Background: an optimization exercise with open tools, aiming at small area. Do not read the settings as production practice.
The RTL was checked by simulation tests, not by an equivalence proof against the original design.
Power and IR drop assume default switching activity.

==> flow/design.v <==
package mips_pkg;
  localparam int REG_W  = 5;
  localparam int DATA_W = 32;
  localparam int TY_W   = 4;
  localparam logic [TY_W-1:0] TY_NOP  = 4'd0;
  localparam logic [TY_W-1:0] TY_ADD  = 4'd1;
  localparam logic [TY_W-1:0] TY_SUB  = 4'd2;
  localparam logic [TY_W-1:0] TY_AND  = 4'd3;
  localparam logic [TY_W-1:0] TY_OR   = 4'd4;
  localparam logic [TY_W-1:0] TY_SLT  = 4'd5;
  localparam logic [TY_W-1:0] TY_ADDI = 4'd6;
  localparam logic [TY_W-1:0] TY_SW   = 4'd7;
  typedef struct packed {
    logic [DATA_W-1:0] a;
    logic [DATA_W-1:0] b;
    logic [REG_W-1:0]  src_a;
    logic [REG_W-1:0]  src_b;
    logic [REG_W-1:0]  wb_tgt;
    logic [TY_W-1:0]   itype;
    logic [15:0]       sw_off;
  } id_ex_t;
  function automatic logic is_rtype(input logic [TY_W-1:0] t);
    is_rtype = (t >= TY_ADD) && (t <= TY_SLT);
  endfunction
endpackage
module reg_file
(
  input  logic                        clk,
  input  logic                        rst_n,
  input  logic                        we,
  input  logic [mips_pkg::REG_W-1:0]  waddr,
  input  logic [mips_pkg::DATA_W-1:0] wdata,
  output logic [31:0]                 wsel,     
  output logic [31:0]                 vld,      
  output logic [31:0][mips_pkg::DATA_W-1:0] mem
);
  logic [31:0] vld_q;
  always_comb begin
    for (int i = 0; i < 32; i++)
      wsel[i] = we && (waddr == i[4:0]) && (i != 0);
  end
  assign vld = vld_q;
  always_ff @(posedge clk or negedge rst_n) begin
    if (!rst_n) vld_q <= '0;
    else        vld_q <= vld_q | wsel;
  end
  assign mem[0] = '0;
  for (genvar i = 1; i < 32; i++) begin : g_row
    rf_row u_row (
      .clk   (clk),
      .load  (wsel[i]),
      .hold  (!wsel[i]),
      .wdata (wdata),
      .q     (mem[i])
    );
  end
endmodule
module rf_row
(
  input  logic                        clk,
  input  logic                        load,
  input  logic                        hold,
  input  logic [mips_pkg::DATA_W-1:0] wdata,
  output logic [mips_pkg::DATA_W-1:0] q
);
  always_ff @(posedge clk) begin
    q <= ({mips_pkg::DATA_W{load}} & wdata) | ({mips_pkg::DATA_W{hold}} & q);
  end
endmodule
module rd_bit #(
  parameter int N = 32
) (
  input  logic [N-1:0] s,
  input  logic [N-1:0] d,
  output logic         y
);
  localparam int G = N / 3;
  localparam int R = N % 3;
  localparam int T = G + (R != 0);
  logic [T-1:0] g;
  for (genvar k = 0; k < G; k++) begin : g_aoi
    aoi222 u_aoi (
      .a0 (s[3*k]),   .b0 (d[3*k]),
      .a1 (s[3*k+1]), .b1 (d[3*k+1]),
      .a2 (s[3*k+2]), .b2 (d[3*k+2]),
      .y  (g[k])
    );
  end
  if (R == 2) begin : g_r2
    aoi22 u_aoi (
      .a0 (s[3*G]),   .b0 (d[3*G]),
      .a1 (s[3*G+1]), .b1 (d[3*G+1]),
      .y  (g[G])
    );
  end else if (R == 1) begin : g_r1
    assign g[G] = !(s[3*G] && d[3*G]);
  end
  assign y = !(&g);
endmodule
module aoi222
(
  input  logic a0, b0, a1, b1, a2, b2,
  output logic y
);
  assign y = !((a0 && b0) || (a1 && b1) || (a2 && b2));
endmodule
module aoi22
(
  input  logic a0, b0, a1, b1,
  output logic y
);
  assign y = !((a0 && b0) || (a1 && b1));
endmodule
module instruction_decode_stage
(
  input  logic              clk,
  input  logic              reset,
  input  logic              done_in_ID,
  input  logic              done_in_WB,
  input  logic              wb_en,
  input  logic [mips_pkg::REG_W-1:0]  wb_addr,
  input  logic [mips_pkg::DATA_W-1:0] wb_data,
  input  logic [mips_pkg::REG_W-1:0]  rs,
  input  logic [mips_pkg::REG_W-1:0]  rt,
  input  logic [mips_pkg::REG_W-1:0]  rd,
  input  logic [mips_pkg::DATA_W-1:0] imm,
  input  logic              has_rs,
  input  logic              has_rt,
  input  logic              has_rd,
  input  logic              has_imm,
  input  logic [mips_pkg::TY_W-1:0]   instr_type_IF,
  output logic [mips_pkg::DATA_W-1:0] A,
  output logic [mips_pkg::DATA_W-1:0] B,
  output logic [mips_pkg::REG_W-1:0]  sourceA,
  output logic [mips_pkg::REG_W-1:0]  sourceB,
  output logic [mips_pkg::REG_W-1:0]  wb_tgt_ID,
  output logic [mips_pkg::TY_W-1:0]   instr_type_ID,
  output logic [15:0]       sw_offset,
  output logic              done_ID,
  output logic              done_WB
);
  logic [mips_pkg::REG_W-1:0]  src_a;
  logic [31:0][mips_pkg::DATA_W-1:0] mem;
  logic [31:0]       wsel, vld;
  logic [31:0]       sel_a;           
  logic [32:0]       sel_b;           
  logic [mips_pkg::DATA_W-1:0][31:0] dat_a;
  logic [mips_pkg::DATA_W-1:0][32:0] dat_b;
  logic [mips_pkg::DATA_W-1:0] rdata_a;
  logic [mips_pkg::DATA_W-1:0] rdata_b;
  logic              is_r;
  logic              is_addi;
  logic              is_sw;
  logic              use_a, use_b;
  logic              byp_a, byp_b;
  mips_pkg::id_ex_t  ex_d;
  mips_pkg::id_ex_t  ex_q;
  logic              done_id_q;
  logic              done_wb_q;
  assign src_a = has_rs ? rs : '0;
  assign is_r    = !done_in_ID && mips_pkg::is_rtype(instr_type_IF);
  assign is_addi = !done_in_ID && (instr_type_IF == mips_pkg::TY_ADDI);
  assign is_sw   = !done_in_ID && (instr_type_IF == mips_pkg::TY_SW);
  assign use_a   = is_r || is_addi || is_sw;
  assign use_b   = is_r || is_sw;
  reg_file u_rf (
    .clk     (clk),
    .rst_n   (reset),
    .we      (wb_en),
    .waddr   (wb_addr),
    .wdata   (wb_data),
    .wsel    (wsel),
    .vld     (vld),
    .mem     (mem)
  );
  assign byp_a = wb_en && (wb_addr == src_a) && (src_a != '0);
  assign byp_b = wb_en && (wb_addr == rt) && (rt != '0);
  logic [3:0] hi_a, hi_b;
  logic [7:0] lo_a, lo_b;
  always_comb begin
    for (int j = 0; j < 4; j++) begin
      hi_a[j] = use_a && !byp_a && (src_a[4:3] == j[1:0]);
      hi_b[j] = use_b && !byp_b && (rt[4:3] == j[1:0]);
    end
    for (int k = 0; k < 8; k++) begin
      lo_a[k] = (src_a[2:0] == k[2:0]);
      lo_b[k] = (rt[2:0] == k[2:0]);
    end
    for (int i = 1; i < 32; i++) begin
      sel_a[i-1] = hi_a[i/8] && lo_a[i%8] && vld[i];
      sel_b[i-1] = hi_b[i/8] && lo_b[i%8] && vld[i];
    end
    sel_a[31] = use_a && byp_a;
    sel_b[31] = use_b && byp_b;
    sel_b[32] = is_addi;
  end
  for (genvar b = 0; b < mips_pkg::DATA_W; b++) begin : g_rd
    always_comb begin
      for (int i = 1; i < 32; i++) begin
        dat_a[b][i-1] = mem[i][b];
        dat_b[b][i-1] = mem[i][b];
      end
      dat_a[b][31] = wb_data[b];
      dat_b[b][31] = wb_data[b];
      dat_b[b][32] = imm[b];
    end
    rd_bit #(.N(32)) u_rd_a (.s(sel_a), .d(dat_a[b]), .y(rdata_a[b]));
    rd_bit #(.N(33)) u_rd_b (.s(sel_b), .d(dat_b[b]), .y(rdata_b[b]));
  end
  always_comb begin
    ex_d   = '0;
    ex_d.a = rdata_a;
    ex_d.b = rdata_b;
    if (use_a)   ex_d.src_a  = src_a;
    if (use_b)   ex_d.src_b  = rt;
    if (is_r)    ex_d.wb_tgt = has_rd ? rd : '0;
    if (is_addi) ex_d.wb_tgt = rt;
    if (use_a)   ex_d.itype  = instr_type_IF;
    if (is_sw)   ex_d.sw_off = imm[15:0];
  end
  always_ff @(posedge clk or negedge reset) begin
    if (!reset) begin
      ex_q      <= '0;
      done_id_q <= 1'b0;
      done_wb_q <= 1'b0;
    end else begin
      ex_q      <= ex_d;
      done_id_q <= done_id_q | done_in_ID;
      done_wb_q <= done_wb_q | done_in_WB;
    end
  end
  assign A             = ex_q.a;
  assign B             = ex_q.b;
  assign sourceA       = ex_q.src_a;
  assign sourceB       = ex_q.src_b;
  assign wb_tgt_ID     = ex_q.wb_tgt;
  assign instr_type_ID = ex_q.itype;
  assign sw_offset     = ex_q.sw_off;
  assign done_ID       = done_id_q;
  assign done_WB       = done_wb_q;
endmodule
clock: 5.0 ns
lec_check: 0
cap_margin: 10
core_margin: 2
core_utilization: 60
cts_buf_list: sky130_fd_sc_hd__clkbuf_4
cts_cluster_diameter: 35
cts_cluster_size: 8
gpl_timing_driven: 0
setup_slack_margin: 0.15
slew_margin: 10
synth_hierarchical: 1
standard.sh (not shown) runs the stock make flow with config.mk's settings and CLKGATE_MAP_FILE= SYNTH_SCRIPT=/design/flow/synth_recipe.tcl, a recipe that flattens the netlist after the stock synthesis.
==> flow/flow/run.sh <==
#!/bin/bash
# The standard layout (standard.sh: the standard flow's synthesis and ORFS flow,
# unchanged power grid and tap cells), with these changes:
#  - ports are buffered with sky130_fd_sc_hd__buf_1 instead of the
#    default delay buffer;
#  - clock tree synthesis uses clkbuf_4 clusters of up to 8 sinks and
#    inserts no dummy loads;
#  - after global routing, repair_timing -recover_power downsizes gates
#    off the critical paths (RECOVER_POWER=100), then repair_design fixes
#    any slew or capacitance violation that leaves (flow/grt_hook.tcl).
# The make output goes to flow_make.log; each ORFS step keeps its own log
# under orfs/logs/.
set -euo pipefail
here=$(pwd)
bash standard.sh \
  "BUFFER_PORTS_ARGS=-buffer_cell sky130_fd_sc_hd__buf_1" \
  "CTS_ARGS=-sink_clustering_enable -repair_clock_nets -buf_list sky130_fd_sc_hd__clkbuf_4 -sink_clustering_size 8 -sink_clustering_max_diameter 35 -dont_use_dummy_load" \
  RECOVER_POWER=100 \
  "PRE_GLOBAL_ROUTE_TCL=$here/flow/grt_hook.tcl" \
  finish > flow_make.log 2>&1
==> flow/flow/grt_hook.tcl <==
# Sourced by ORFS's global_route.tcl before global routing (PRE_GLOBAL_ROUTE_TCL).
# Replaces recover_power_helper: after repair_timing -recover_power has
# downsized gates off the critical paths, repair_design runs again so that
# no net is left with a max-slew or max-capacitance violation, and the
# cells are legalised again. The caller wraps this in an incremental
# global route.
proc recover_power_helper { } {
  if { $::env(RECOVER_POWER) == 0 } {
    return
  }
  puts "Percent of paths optimized $::env(RECOVER_POWER)"
  log_cmd repair_timing -verbose -recover_power $::env(RECOVER_POWER) \
    -setup_margin $::env(SETUP_SLACK_MARGIN)
  repair_design_helper
  log_cmd detailed_placement
  report_tns
  report_wns
}
Change:
==> flow/flow/run.sh (replaced) <==
#!/bin/bash
# The standard layout (standard.sh: the standard flow's synthesis and ORFS flow,
# unchanged power grid and tap cells), with two changes:
#  - ports are buffered with sky130_fd_sc_hd__buf_1 instead of the
#    default delay buffer;
#  - clock tree synthesis uses clkbuf_8 clusters of up to 16 sinks and
#    inserts no dummy loads.
# The make output goes to flow_make.log; each ORFS step keeps its own log
# under orfs/logs/.
set -euo pipefail
bash standard.sh \
  "BUFFER_PORTS_ARGS=-buffer_cell sky130_fd_sc_hd__buf_1" \
  "CTS_ARGS=-sink_clustering_enable -repair_clock_nets -buf_list sky130_fd_sc_hd__clkbuf_8 -sink_clustering_size 16 -sink_clustering_max_diameter 50 -dont_use_dummy_load" \
  finish > flow_make.log 2>&1
Settings changed: CTS_BUF_LIST sky130_fd_sc_hd__clkbuf_4 to sky130_fd_sc_hd__clkbuf_8, CTS_CLUSTER_DIAMETER 35 to 50, CTS_CLUSTER_SIZE 8 to 16.
removed: flow/flow/grt_hook.tcl
After rerunning: Sequential share of layout area falls by 0.94 points. Wire length barely changes. Setup slack is better by 0.21 ns.
Change:
==> flow/flow/run.sh (replaced) <==
#!/bin/bash
# The standard layout (standard.sh: the standard flow's synthesis and ORFS flow,
# unchanged power grid and tap cells), with these changes:
#  - ports are buffered with sky130_fd_sc_hd__buf_1 instead of the
#    default delay buffer;
#  - clock tree synthesis uses clkbuf_8 clusters of up to 16 sinks and inserts no
#    dummy loads;
#  - after global routing, repair_timing -recover_power downsizes gates
#    off the critical paths (RECOVER_POWER=100).
# The make output goes to flow_make.log; each ORFS step keeps its own log
# under orfs/logs/.
set -euo pipefail
bash standard.sh \
  "BUFFER_PORTS_ARGS=-buffer_cell sky130_fd_sc_hd__buf_1" \
  "CTS_ARGS=-sink_clustering_enable -repair_clock_nets -buf_list sky130_fd_sc_hd__clkbuf_8 -sink_clustering_size 16 -sink_clustering_max_diameter 50 -dont_use_dummy_load" \
  RECOVER_POWER=100 \
  finish > flow_make.log 2>&1
Result:
- With this change the flow completed, yet does not pass: max-capacitance violations, max-slew violations
- final area fell by about 2%
- register-to-register slack gets worse by 0.44 ns
- synthesized cell count does not change
- clock power barely changes
- cell count hardly moves
- wire length barely changes
- setup slack got worse by 0.18 ns
Change:
==> flow/flow/run.sh (replaced) <==
#!/bin/bash
# The standard layout (standard.sh: the standard flow's synthesis and ORFS flow,
# unchanged power grid and tap cells), with two changes:
#  - ports are buffered with sky130_fd_sc_hd__buf_1 instead of the
#    default delay buffer;
#  - clock tree synthesis inserts no dummy loads.
# The make output goes to flow_make.log; each ORFS step keeps its own log
# under orfs/logs/.
set -euo pipefail
bash standard.sh \
  "BUFFER_PORTS_ARGS=-buffer_cell sky130_fd_sc_hd__buf_1" \
  "CTS_ARGS=-sink_clustering_enable -repair_clock_nets -buf_list sky130_fd_sc_hd__clkbuf_16 -sink_clustering_size 20 -sink_clustering_max_diameter 60 -dont_use_dummy_load" \
  finish > flow_make.log 2>&1
Settings changed: CAP_MARGIN 10 to 20, CTS_BUF_LIST sky130_fd_sc_hd__clkbuf_8 to sky130_fd_sc_hd__clkbuf_16, CTS_CLUSTER_DIAMETER 50 to 60, CTS_CLUSTER_SIZE 16 to 20, SLEW_MARGIN 10 to 20.
The new run produced a clean layout.
Die area is unchanged.
Worst setup slack improves by 0.082 ns.
Sequential power is about the same.
Global-route usage barely changes.
Maximum frequency goes up by 1.7%.
Change:
==> flow/flow/run.sh (replaced) <==
#!/bin/bash
# The standard layout (standard.sh: the standard flow's synthesis and ORFS flow,
# unchanged power grid and tap cells), with these changes:
#  - ports are buffered with sky130_fd_sc_hd__buf_1 instead of the
#    default delay buffer;
#  - clock tree synthesis uses clkbuf_4 clusters of up to 8 sinks and
#    inserts no dummy loads;
#  - after global routing, repair_timing -recover_power downsizes gates
#    off the critical paths (RECOVER_POWER=100), then repair_design fixes
#    any slew or capacitance violation that leaves (flow/grt_hook.tcl).
# The make output goes to flow_make.log; each ORFS step keeps its own log
# under orfs/logs/.
set -euo pipefail
here=$(pwd)
bash standard.sh \
  "BUFFER_PORTS_ARGS=-buffer_cell sky130_fd_sc_hd__buf_1" \
  "CTS_ARGS=-sink_clustering_enable -repair_clock_nets -buf_list sky130_fd_sc_hd__clkbuf_4 -sink_clustering_size 8 -sink_clustering_max_diameter 35 -dont_use_dummy_load" \
  RECOVER_POWER=100 \
  "PRE_GLOBAL_ROUTE_TCL=$here/flow/grt_hook.tcl" \
  finish > flow_make.log 2>&1
==> flow/flow/grt_hook.tcl (new file) <==
# Sourced by ORFS's global_route.tcl before global routing (PRE_GLOBAL_ROUTE_TCL).
# Replaces recover_power_helper: after repair_timing -recover_power has
# downsized gates off the critical paths, repair_design runs again so that
# no net is left with a max-slew or max-capacitance violation, and the
# cells are legalised again. The caller wraps this in an incremental
# global route.
proc recover_power_helper { } {
  if { $::env(RECOVER_POWER) == 0 } {
    return
  }
  puts "Percent of paths optimized $::env(RECOVER_POWER)"
  log_cmd repair_timing -verbose -recover_power $::env(RECOVER_POWER) \
    -setup_margin $::env(SETUP_SLACK_MARGIN)
  repair_design_helper
  log_cmd detailed_placement
  report_tns
  report_wns
}
Settings changed: CAP_MARGIN 20 to 10, CORE_UTILIZATION 60 to 68, CTS_BUF_LIST sky130_fd_sc_hd__clkbuf_16 to sky130_fd_sc_hd__clkbuf_4, CTS_CLUSTER_DIAMETER 60 to 35, CTS_CLUSTER_SIZE 20 to 8, SLEW_MARGIN 20 to 10.
=> With this change the flow produced a layout that fails on negative hold slack. Wire length came out higher by about 2.2%. Worst setup slack loses 0.13 ns. Via count grows by about 4%. Total power goes down by 5.0%. Count of clock-buffer cells in the layout rose by 99. Final area is lower by 3.4%. Non-clock buffer count went down by 15. First-iteration DRC count came out higher by about 16%. Synthesized cell count does not change. Sequential cell count stays the same.
Change:
Settings changed: CAP_MARGIN 10 to 20, CORE_UTILIZATION 68 to 60, SLEW_MARGIN 10 to 20.
Effect: The changed run completed without violations; cell count goes up by a few percent; power goes down slightly; clock skew goes down by 0.016 ns; die area goes up by roughly a tenth; first-iteration DRC count goes down by roughly a tenth; via count goes down by a few percent.

static timing again, ports no longer ideal:
The flow's constraints put no driver on any port. The routed layouts listed below were extracted and timed again, unchanged, in two steps. Step 1 (the two cells are an assumption about what drives the block):
set clk [get_ports {clk}]
set_driving_cell -lib_cell sky130_fd_sc_hd__clkbuf_16 $clk
set_driving_cell -lib_cell sky130_fd_sc_hd__buf_2 [delete_from_list [all_inputs] $clk]
Step 2 adds t to the input delays and takes it off the output delays; t is the mean of the earliest and latest rising clock arrival at the registers after step 1. Input paths then give back, and output paths get back, about the clock's delay inside the block. Slacks: ideal ports / drivers / drivers and shift; pairs: ideal ports / drivers.
run | shift t [ns] | slack for setup (ns) | worst hold slack (ns) | worst setup path at the end
the first run | 1.116 | 0.185 / 0.228 / -0.889 | 0.129 / 0.082 / 0.471 | input to register
the second run | 0.827 | 0.397 / 0.436 / -0.391 | 0.113 / 0.065 / 0.471 | input to register
the third run | 0.821 | 0.221 / 0.262 / -0.559 | 0.204 / 0.168 / 0.473 | input to register
the fourth run | 0.704 | 0.302 / 0.332 / -0.372 | 0.307 / 0.256 / 0.475 | input to register
the fifth run | 1.196 | 0.168 / 0.206 / -0.990 | -0.308 / -0.356 / 0.477 | input to register
the sixth run | 1.099 | 0.208 / 0.222 / -0.876 | 0.160 / 0.113 / 0.477 | input to register
The setup slack of the fifth run, which loses most, moves by +0.038 ns with the drivers and by -1.158 ns with both steps.
